Source: an optimization exercise on an open RTL-to-GDS flow (aim: small area, a short achievable clock period and few clock cycles per item). Production flows keep margins and buffers that such runs may drop.
Function was checked by simulation only, so behaviour that the tests miss may differ from the original.
Power and IR drop assume default switching activity.

== before ==
==> flow/design.v <==
package cc8ks_pkg;
  localparam logic [31:0] TAU0 = 32'h6170_7865;
  localparam logic [31:0] TAU1 = 32'h3120_646e;
  localparam logic [31:0] TAU2 = 32'h7962_2d36;
  localparam logic [31:0] TAU3 = 32'h6b20_6574;
  localparam logic [1:0] REG_KEY_LOW  = 2'd0;
  localparam logic [1:0] REG_KEY_HIGH = 2'd1;
  localparam logic [1:0] REG_NONCE    = 2'd2;
  localparam logic OP_XOR  = 1'b0;
  localparam logic OP_SKIP = 1'b1;
endpackage
module cc8ks_core (
  input  logic               clk,
  input  logic               start,      
  input  logic               abort,      
  input  logic               rst,
  input  logic [63:0]        key_low,    
  input  logic [63:0]        key_high,
  input  logic [63:0]        ctr,
  input  logic [63:0]        nonce,
  input  logic [2:0]         pos,        
  output logic               busy,
  output logic               have,
  output logic [63:0]        ks_raw      
);
  logic [3:0][31:0] ra, rb, rc, rd;      
  logic [3:0][31:0] na, nb, nc, nd;      
  logic [3:0]       rnd;                 
  logic             half;
  logic             rend;
  logic             diag;
  assign half = rnd[0];
  assign rend = rnd[0];                  
  assign diag = rnd[1];                  
  genvar g;
  generate
    for (g = 0; g < 4; g++) begin : g_lane
      logic [31:0] a1, x1, d1, c1, x2, b1;
      cc8ks_add u_add_a (.a(ra[g]), .b(rb[g]), .s(a1));
      assign x1 = rd[g] ^ a1;
      assign d1 = half ? {x1[23:0], x1[31:24]} : {x1[15:0], x1[31:16]};
      cc8ks_add u_add_c (.a(rc[g]), .b(d1), .s(c1));
      assign x2 = rb[g] ^ c1;
      assign b1 = half ? {x2[24:0], x2[31:25]} : {x2[19:0], x2[31:20]};
      assign na[g] = a1;
      assign nb[g] = b1;
      assign nc[g] = c1;
      assign nd[g] = d1;
    end
  endgenerate
  always_ff @(posedge clk) begin
    if (rst || abort) begin
      busy <= 1'b0;
      have <= 1'b0;
      rnd  <= 4'd0;
    end else if (start) begin
      busy <= 1'b1;
      have <= 1'b0;
      rnd  <= 4'd0;
    end else if (busy) begin
      rnd <= rnd + 4'd1;
      if (rnd == 4'd15) begin
        busy <= 1'b0;
        have <= 1'b1;
      end
    end
  end
  always_ff @(posedge clk) begin
    if (start) begin
      ra <= {cc8ks_pkg::TAU3, cc8ks_pkg::TAU2, cc8ks_pkg::TAU1, cc8ks_pkg::TAU0};
      rb <= {key_high, key_low};
      rc <= {key_high, key_low};
      rd <= {nonce, ctr};
    end else if (busy) begin
      for (int i = 0; i < 4; i++) begin
        if (!rend) begin
          ra[i] <= na[i];
          rb[i] <= nb[i];
          rc[i] <= nc[i];
          rd[i] <= nd[i];
        end else begin
          ra[i] <= diag ? na[(i + 2) % 4] : na[i];
          rb[i] <= nb[(i + 1) % 4];
          rc[i] <= diag ? nc[i] : nc[(i + 2) % 4];
          rd[i] <= nd[(i + 3) % 4];
        end
      end
    end
  end
  always_comb begin
    case (pos)
      3'd0: ks_raw = {ra[1], ra[0]};
      3'd1: ks_raw = {ra[3], ra[2]};
      3'd2: ks_raw = {rb[1], rb[0]};
      3'd3: ks_raw = {rb[3], rb[2]};
      3'd4: ks_raw = {rc[1], rc[0]};
      3'd5: ks_raw = {rc[3], rc[2]};
      3'd6: ks_raw = {rd[1], rd[0]};
      default: ks_raw = {rd[3], rd[2]};
    endcase
  end
endmodule
module cc8ks_add #(parameter int W = 32) (input logic [W-1:0] a, b, output logic [W-1:0] s);
  localparam int L = $clog2(W);
  logic [L:0][W-1:0] g, p;
  assign g[0] = a & b;
  assign p[0] = a ^ b;
  genvar l, i;
  generate
    for (l = 0; l < L; l++) begin : g_lvl
      for (i = 0; i < W; i++) begin : g_bit
        if ((i >> l) & 1) begin : g_op
          localparam int J = ((i >> l) << l) - 1;
          assign g[l+1][i] = g[l][i] | (p[l][i] & g[l][J]);
          assign p[l+1][i] = p[l][i] & p[l][J];
        end else begin : g_pass
          assign g[l+1][i] = g[l][i];
          assign p[l+1][i] = p[l][i];
        end
      end
    end
  endgenerate
  assign s = p[0] ^ {g[L][W-2:0], 1'b0};
endmodule
import cc8ks_pkg::*;
module chacha8_keystream_xor (
  input  logic        clk,
  input  logic        rst,
  input  logic        psel,
  input  logic        penable,
  input  logic        pwrite,
  input  logic [4:0]  paddr,
  input  logic [63:0] pwdata,
  output logic [63:0] prdata,
  output logic        pready,
  input  logic        s_tvalid,
  output logic        s_tready,
  input  logic [95:0] s_tdata,   
  input  logic        s_tuser,   
  input  logic        s_tlast,
  output logic        m_tvalid,
  input  logic        m_tready,
  output logic [71:0] m_tdata,   
  output logic        m_tlast
);
  logic [63:0] key_low;
  logic [63:0] key_high;
  logic [63:0] nonce;
  logic [63:0] ctr;
  logic [2:0]  pos;
  logic        pend;
  logic [63:0] out_chunk;
  logic [3:0]  out_count;
  logic        out_last;
  logic        cfg_wr;
  logic [1:0]  reg_sel;
  logic        wr_any;
  logic        s_acc;
  logic        x_acc;
  logic        k_acc;
  logic        discard;
  logic [31:0] amount;
  logic [3:0]  count;
  logic [63:0] mask;
  logic [63:0] ctr_inc;
  logic [31:0] ctr_hi_inc;
  logic [32:0] skip_sum;
  logic [63:0] ctr_n;
  logic        core_start;
  logic        core_abort;
  logic        core_busy;
  logic        core_have;
  logic [63:0] ks_raw;
  logic [63:0] ff_pair;
  logic [31:0] ks_lo;
  logic [31:0] ks_hi;
  assign pready  = 1'b1;
  assign cfg_wr  = psel & penable & pwrite;
  assign reg_sel = paddr[4:3];
  assign wr_any  = cfg_wr & (reg_sel != 2'd3);
  assign amount  = s_tdata[95:64];
  assign s_tready = (s_tuser == OP_SKIP) ? !pend : (core_have & (!m_tvalid | m_tready));
  assign s_acc    = s_tvalid & s_tready;
  assign x_acc    = s_acc & (s_tuser == OP_XOR);
  assign k_acc    = s_acc & (s_tuser == OP_SKIP);
  assign discard  = x_acc & (s_tlast | (pos == 3'd7));
  assign count = ((amount == 32'd0) || (|amount[31:4]) || (amount[3] && |amount[2:0]))
                 ? 4'd8 : amount[3:0];
  always_comb begin
    for (int i = 0; i < 8; i++) begin
      mask[8*i +: 8] = {8{4'(i) < count}};
    end
  end
  always_comb begin
    case (reg_sel)
      REG_KEY_LOW:  prdata = key_low;
      REG_KEY_HIGH: prdata = key_high;
      REG_NONCE:    prdata = nonce;
      default:      prdata = 64'd0;
    endcase
  end
  assign ctr_inc    = ctr + 64'd1;
  assign ctr_hi_inc = ctr[63:32] + 32'd1;
  assign skip_sum   = {1'b0, ctr[31:0]} + {1'b0, amount} + {32'd0, (pos != 3'd0)};
  assign ctr_n      = discard ? ctr_inc : ctr;
  assign core_abort = wr_any | k_acc;
  assign core_start = discard | (!core_busy & !core_have & !pend);
  cc8ks_core u_core (
    .clk     (clk),
    .start   (core_start),
    .abort   (core_abort),
    .rst     (rst),
    .key_low (key_low),
    .key_high(key_high),
    .ctr     (ctr_n),
    .nonce   (nonce),
    .pos     (pos),
    .busy    (core_busy),
    .have    (core_have),
    .ks_raw  (ks_raw)
  );
  always_comb begin
    case (pos)
      3'd0: ff_pair = {TAU1, TAU0};
      3'd1: ff_pair = {TAU3, TAU2};
      3'd2, 3'd4: ff_pair = key_low;
      3'd3, 3'd5: ff_pair = key_high;
      3'd6: ff_pair = ctr;
      default: ff_pair = nonce;
    endcase
  end
  assign ks_lo = ks_raw[31:0] + ff_pair[31:0];
  assign ks_hi = ks_raw[63:32] + ff_pair[63:32];
  always_ff @(posedge clk) begin
    if (rst) begin
      key_low  <= 64'd0;
      key_high <= 64'd0;
      nonce    <= 64'd0;
      ctr      <= 64'd0;
      pos      <= 3'd0;
      pend     <= 1'b0;
      m_tvalid <= 1'b0;
    end else begin
      if (x_acc) begin
        m_tvalid <= 1'b1;
      end else if (m_tready) begin
        m_tvalid <= 1'b0;
      end
      if (wr_any) begin
        case (reg_sel)
          REG_KEY_LOW:  key_low  <= pwdata;
          REG_KEY_HIGH: key_high <= pwdata;
          default:      nonce    <= pwdata;
        endcase
        ctr  <= 64'd0;
        pos  <= 3'd0;
        pend <= 1'b0;
      end else if (k_acc) begin
        ctr[31:0] <= skip_sum[31:0];
        pend      <= skip_sum[32];
        pos       <= 3'd0;
      end else begin
        if (pend) begin
          ctr[63:32] <= ctr_hi_inc;
          pend       <= 1'b0;
        end
        if (x_acc) begin
          if (discard) begin
            ctr <= ctr_inc;
            pos <= 3'd0;
          end else begin
            pos <= pos + 3'd1;
          end
        end
      end
    end
  end
  always_ff @(posedge clk) begin
    if (x_acc) begin
      out_chunk <= s_tdata[63:0] ^ ({ks_hi, ks_lo} & mask);
      out_count <= count;
      out_last  <= s_tlast;
    end
  end
  assign m_tdata = {4'd0, out_count, out_chunk};
  assign m_tlast = out_last;
endmodule
clock: 9.0 ns
lec_check: 0
abc_area: 1
cap_margin: 20
core_margin: 2
core_utilization: 40
slew_margin: 20
run.sh (not shown) runs the stock make flow with config.mk's settings and CLKGATE_MAP_FILE= SYNTH_SCRIPT=/design/flow/synth_recipe.tcl, a recipe that flattens the netlist after the stock synthesis.
Testbench counts of before, summed over its fixed seeds: cycles 9,698, items 2,668.
The inputs of after differ from those of before as listed below.
==> flow/design.v, changed modules only <==
module cc8ks_add #(
  parameter int W = 32
) (
  input  logic [W-1:0] a,
  input  logic [W-1:0] b,
  output logic [W-1:0] s
);
  localparam int L = $clog2(W);
  logic [L:0][W-1:0] g;
  logic [L:0][W-1:0] p;
  assign g[0] = a & b;
  assign p[0] = a ^ b;
  genvar l, i;
  generate
    for (l = 0; l < L; l++) begin : g_lvl
      for (i = 0; i < W; i++) begin : g_bit
        if (i >= (1 << l)) begin : g_op
          assign g[l+1][i] = g[l][i] | (p[l][i] & g[l][i - (1 << l)]);
          assign p[l+1][i] = p[l][i] & p[l][i - (1 << l)];
        end else begin : g_pass
          assign g[l+1][i] = g[l][i];
          assign p[l+1][i] = p[l][i];
        end
      end
    end
  endgenerate
  assign s = p[0] ^ {g[L][W-2:0], 1'b0};
endmodule
## What came out
When the final numbers for before and after were put side by side, the proportion of power drawn by combinational gates turned out to be greater in after. after vs before: cell count after synthesis up by more than 10%. after against before: total of plain and repair buffers excluding clock buffers now sits lower; worst slack on hold paths +0.018 ns; met2 track utilization from global routing moved up. Power in after is 11% higher than in before. For before and after, there was not a single run that failed to finish clean. In the flow results for before and after, the growth of design area from synthesis to finish is larger on before. Number of global-route vias before repair was higher in after than in before. Looking at post-synthesis sequential area ratio, after sits 1.9 points below before.
Testbench counts of after, summed over its fixed seeds: cycles 9,698, items 2,668.

-- separate check: timing with driven ports --
The results above use ideal ports. As a check the final layouts listed here were re-extracted and re-timed, cells and wires unchanged. Step 1, drivers: a clkbuf_16 drives clk and a buf_2 each remaining input, both assumed. Step 2 moves the port delays by t, midway between the first and last clock arrival at a register: inputs arrive t later, outputs are due t later. That takes back most of the time a late clock gives input paths. Slacks: ideal / step 1 / step 2; pairs: ideal / step 1.
run	shift t [ns]	setup slack, ns	worst hold slack (ns)	latest minus earliest clock arrival (ns)
before	0.883	0.734 / 0.734 / 0.734	0.483 / 0.483 / 0.483	0.046 / 0.047
after	0.903	0.635 / 0.635 / 0.635	0.501 / 0.501 / 0.501	0.068 / 0.068
After both steps setup and hold are still met in every run listed.
